Context: an optimization exercise on an open-source flow, tuned for small area and a short achievable clock period. The choices shown serve that exercise and are no tape-out recipe. Only simulation tests tie the RTL to the original design; equivalence was not proved. Power figures rest on the tool's default switching activity, not on a simulated workload.

// mul32
module mul32 (
    input  logic        clk,
    input  logic        rst,
    input  logic        in_valid,
    input  logic [31:0] a,
    input  logic [31:0] b,
    output logic        out_valid,
    output logic [31:0] hi,
    output logic [31:0] lo
);
    logic bo0;
    logic bt0;
    logic bn0;
    logic bo1;
    logic bt1;
    logic bn1;
    logic bo2;
    logic bt2;
    logic bn2;
    logic bo3;
    logic bt3;
    logic bn3;
    logic bo4;
    logic bt4;
    logic bn4;
    logic bo5;
    logic bt5;
    logic bn5;
    logic bo6;
    logic bt6;
    logic bn6;
    logic bo7;
    logic bt7;
    logic bn7;
    logic bo8;
    logic bt8;
    logic bn8;
    logic bo9;
    logic bt9;
    logic bn9;
    logic bo10;
    logic bt10;
    logic bn10;
    logic bo11;
    logic bt11;
    logic bn11;
    logic bo12;
    logic bt12;
    logic bn12;
    logic bo13;
    logic bt13;
    logic bn13;
    logic bo14;
    logic bt14;
    logic bn14;
    logic bo15;
    logic bt15;
  ...
Size in the first run: ~3,200 cells after synthesis, about 130 I/O pins.
export LEC_CHECK = 0
export CAP_MARGIN = 20
export CORE_MARGIN = 2
export CORE_UTILIZATION = 45
export CTS_CLUSTER_DIAMETER = 100
export CTS_CLUSTER_SIZE = 20
export PLACE_DENSITY = 0.6
export SETUP_SLACK_MARGIN = 2.5
export SLEW_MARGIN = 60
create_clock -name core_clock -period 5.0 [get_ports {clk}]
standard.sh (not shown) runs the stock make flow with config.mk's settings and CLKGATE_MAP_FILE= SYNTH_SCRIPT=/design/flow/synth_recipe.tcl, a recipe that flattens the netlist after the stock synthesis.
==> flow/flow/run.sh <==
#!/bin/bash
# Standard ORFS layout, with one netlist pass between synthesis and floorplan:
# invopt.py removes inverters between full-adder cells (a full adder is
# self-dual, so a cell can take complemented inputs and give complemented
# outputs). nleq.py compares the two netlists on random vectors; if they differ,
# the standard netlist is used unchanged.
set -uo pipefail
R=orfs/results/sky130hd/mul32/base
bash standard.sh synth > synth.log 2>&1 || exit 1
cp $R/1_2_yosys.v $R/1_2_yosys_std.v
if python3 flow/invopt.py $R/1_2_yosys_std.v $R/1_2_yosys_opt.v > invopt.log 2>&1 &&
   python3 flow/nleq.py $R/1_2_yosys_std.v $R/1_2_yosys_opt.v > nleq.log 2>&1 &&
   grep -q "mismatches 0 " nleq.log; then
  cp $R/1_2_yosys_opt.v $R/1_2_yosys.v
  rm -f $R/1_synth.odb $R/1_synth.sdc
  bash standard.sh synth > synth2.log 2>&1 || exit 1
else
  echo "invopt not used" >> invopt.log
fi
# port buffers: a plain buf_2 on every input and output port instead of the
# delay buffer buffer_ports picks by default
export BUFFER_PORTS_ARGS="-buffer_cell sky130_fd_sc_hd__buf_2"
bash standard.sh > finish.log 2>&1
Other scripts of this flow, unchanged in this note and not shown: flow/flow/invopt.py, flow/flow/nleq.py
The starting point ran to the end with no violations.
==> next run, changes <==
--- a/flow/config.mk
+++ b/flow/config.mk
@@ -7,2 +7,3 @@
 export LEC_CHECK = 0
+export ABC_CLOCK_PERIOD_IN_PS = 2000
 export CAP_MARGIN = 20
@@ -10,6 +11,4 @@
 export CORE_UTILIZATION = 45
-export CTS_CLUSTER_DIAMETER = 100
-export CTS_CLUSTER_SIZE = 20
 export PLACE_DENSITY = 0.6
-export SETUP_SLACK_MARGIN = 2.5
-export SLEW_MARGIN = 60
+export SETUP_SLACK_MARGIN = 2.25
+export SLEW_MARGIN = 20
Design area went up by 2.1%.
Area after synthesis is unchanged.
Synthesized cell count is unchanged.

---

v5:
mul32 again, from the RTL that the note above started with.
clock: 5.0 ns
lec_check: 0
cap_margin: 20
core_margin: 2
core_utilization: 45
cts_cluster_diameter: 100
cts_cluster_size: 20
place_density: 0.6
setup_slack_margin: 2.4
slew_margin: 60
Scripts as last shown in full above: flow/flow/run.sh
Other scripts of this flow, unchanged in this note and not shown: flow/flow/invopt.py, flow/flow/nleq.py
What v2 does differently from v5 at the input level:
- CTS_CLUSTER_SIZE no longer set, was 20
- SETUP_SLACK_MARGIN now 2.25, was 2.4
- CTS_CLUSTER_DIAMETER no longer set, was 100
- SLEW_MARGIN now 20, was 60
[summary]
v2 vs v5: post-layout total power up in v2. v2 vs. v5: number of gates resized after CTS decreased by 17 relative to the old numbers; detailed-route wire length climbed 880 um; number of antenna violations at the first check in global routing lower. The count of H-tree levels built during CTS of v2 is higher than that of v5. Comparing v5 and v2, the lower post-layout instance count excluding filler cells was measured on v5. In the reports for v5 and v2, the smaller global-route wire length before repair belongs to v5.
Relative to v2, the following input files were edited for v26:
- SETUP_SLACK_MARGIN: 2.25 -> 2.3
- SLEW_MARGIN: 20 -> 60
- PLACE_DENSITY: 0.6 -> 0.72
- CTS_CLUSTER_DIAMETER: unset -> 100
- CTS_CLUSTER_SIZE: unset -> 20
- CORE_UTILIZATION: 45 -> 60
==> comparison <==
Number of non-filler instances in the completed layout shrinks by a little under 10% when moving from v2 to v26.
v2 has a higher final critical path time including I/O delays and setup than v26.
Of the two values seen for launch point of the worst path, r1_btn2$_DFF_P_ was produced by v2 and r3_c26_487$_DFF_P_ by v26.
| area of the multi-input gates | higher: v26 |
Delta (v26 minus v2): number of buffers outside the clock class in the layout moved down, total design power saw a decrease.
Inputs modified between v26 and v33:
- swapping 2.3 for 2.25 in SETUP_SLACK_MARGIN
- swapping 0.72 for 0.6 in PLACE_DENSITY
- swapping 60 for 45 in CORE_UTILIZATION
- swapping 60 for 20 in SLEW_MARGIN
### Flow results
v33 ended with every stage complete and zero timing, DRC or antenna violations.
When v33 is measured against v26, its total wire length after detailed routing turns out 4.9% higher.
In v33 the post-detailed-route wirelength per cell turned out about 2.5% lower than in v26.
Measured against v26, the die area of v33 comes out at 1.3 times the reference value.
Comparing fill cell instance count of the final layout for v33 and v26, the smaller number came from v26.
The higher estimated wirelength of the detail-placed design came out of v33.

## afterwards: timing with drivers on the ports
How much do the figures lean on ideal ports? The routed layouts below were timed once more, with nothing changed but the port constraints. Step 1 (the two cells are an assumption about what drives the block):
set clk [get_ports {clk}]
set_driving_cell -lib_cell sky130_fd_sc_hd__clkbuf_16 $clk
set_driving_cell -lib_cell sky130_fd_sc_hd__buf_2 [delete_from_list [all_inputs] $clk]
Step 2 times the ports against the registers' clock, not the clock port: input delays grow and output delays shrink by t, the midpoint of the rising clock arrivals with the driver on. Three values: no drivers, after step 1, after step 2; two values: the first two.
run	shift t [ns]	slack for setup (ns)	latest minus earliest clock arrival (ns)
the first run of note 1	0.660	2.346 / 2.346 / 2.346	0.042 / 0.042
the second run of note 1	0.680	2.233 / 2.233 / 2.233	0.038 / 0.037
v5	0.666	2.377 / 2.377 / 2.377	0.034 / 0.034
v2	0.680	2.233 / 2.233 / 2.233	0.038 / 0.037
v26	0.658	2.280 / 2.280 / 2.280	0.045 / 0.046
v33	0.656	2.258 / 2.258 / 2.258	0.038 / 0.038
After both steps every run listed still meets setup and hold.
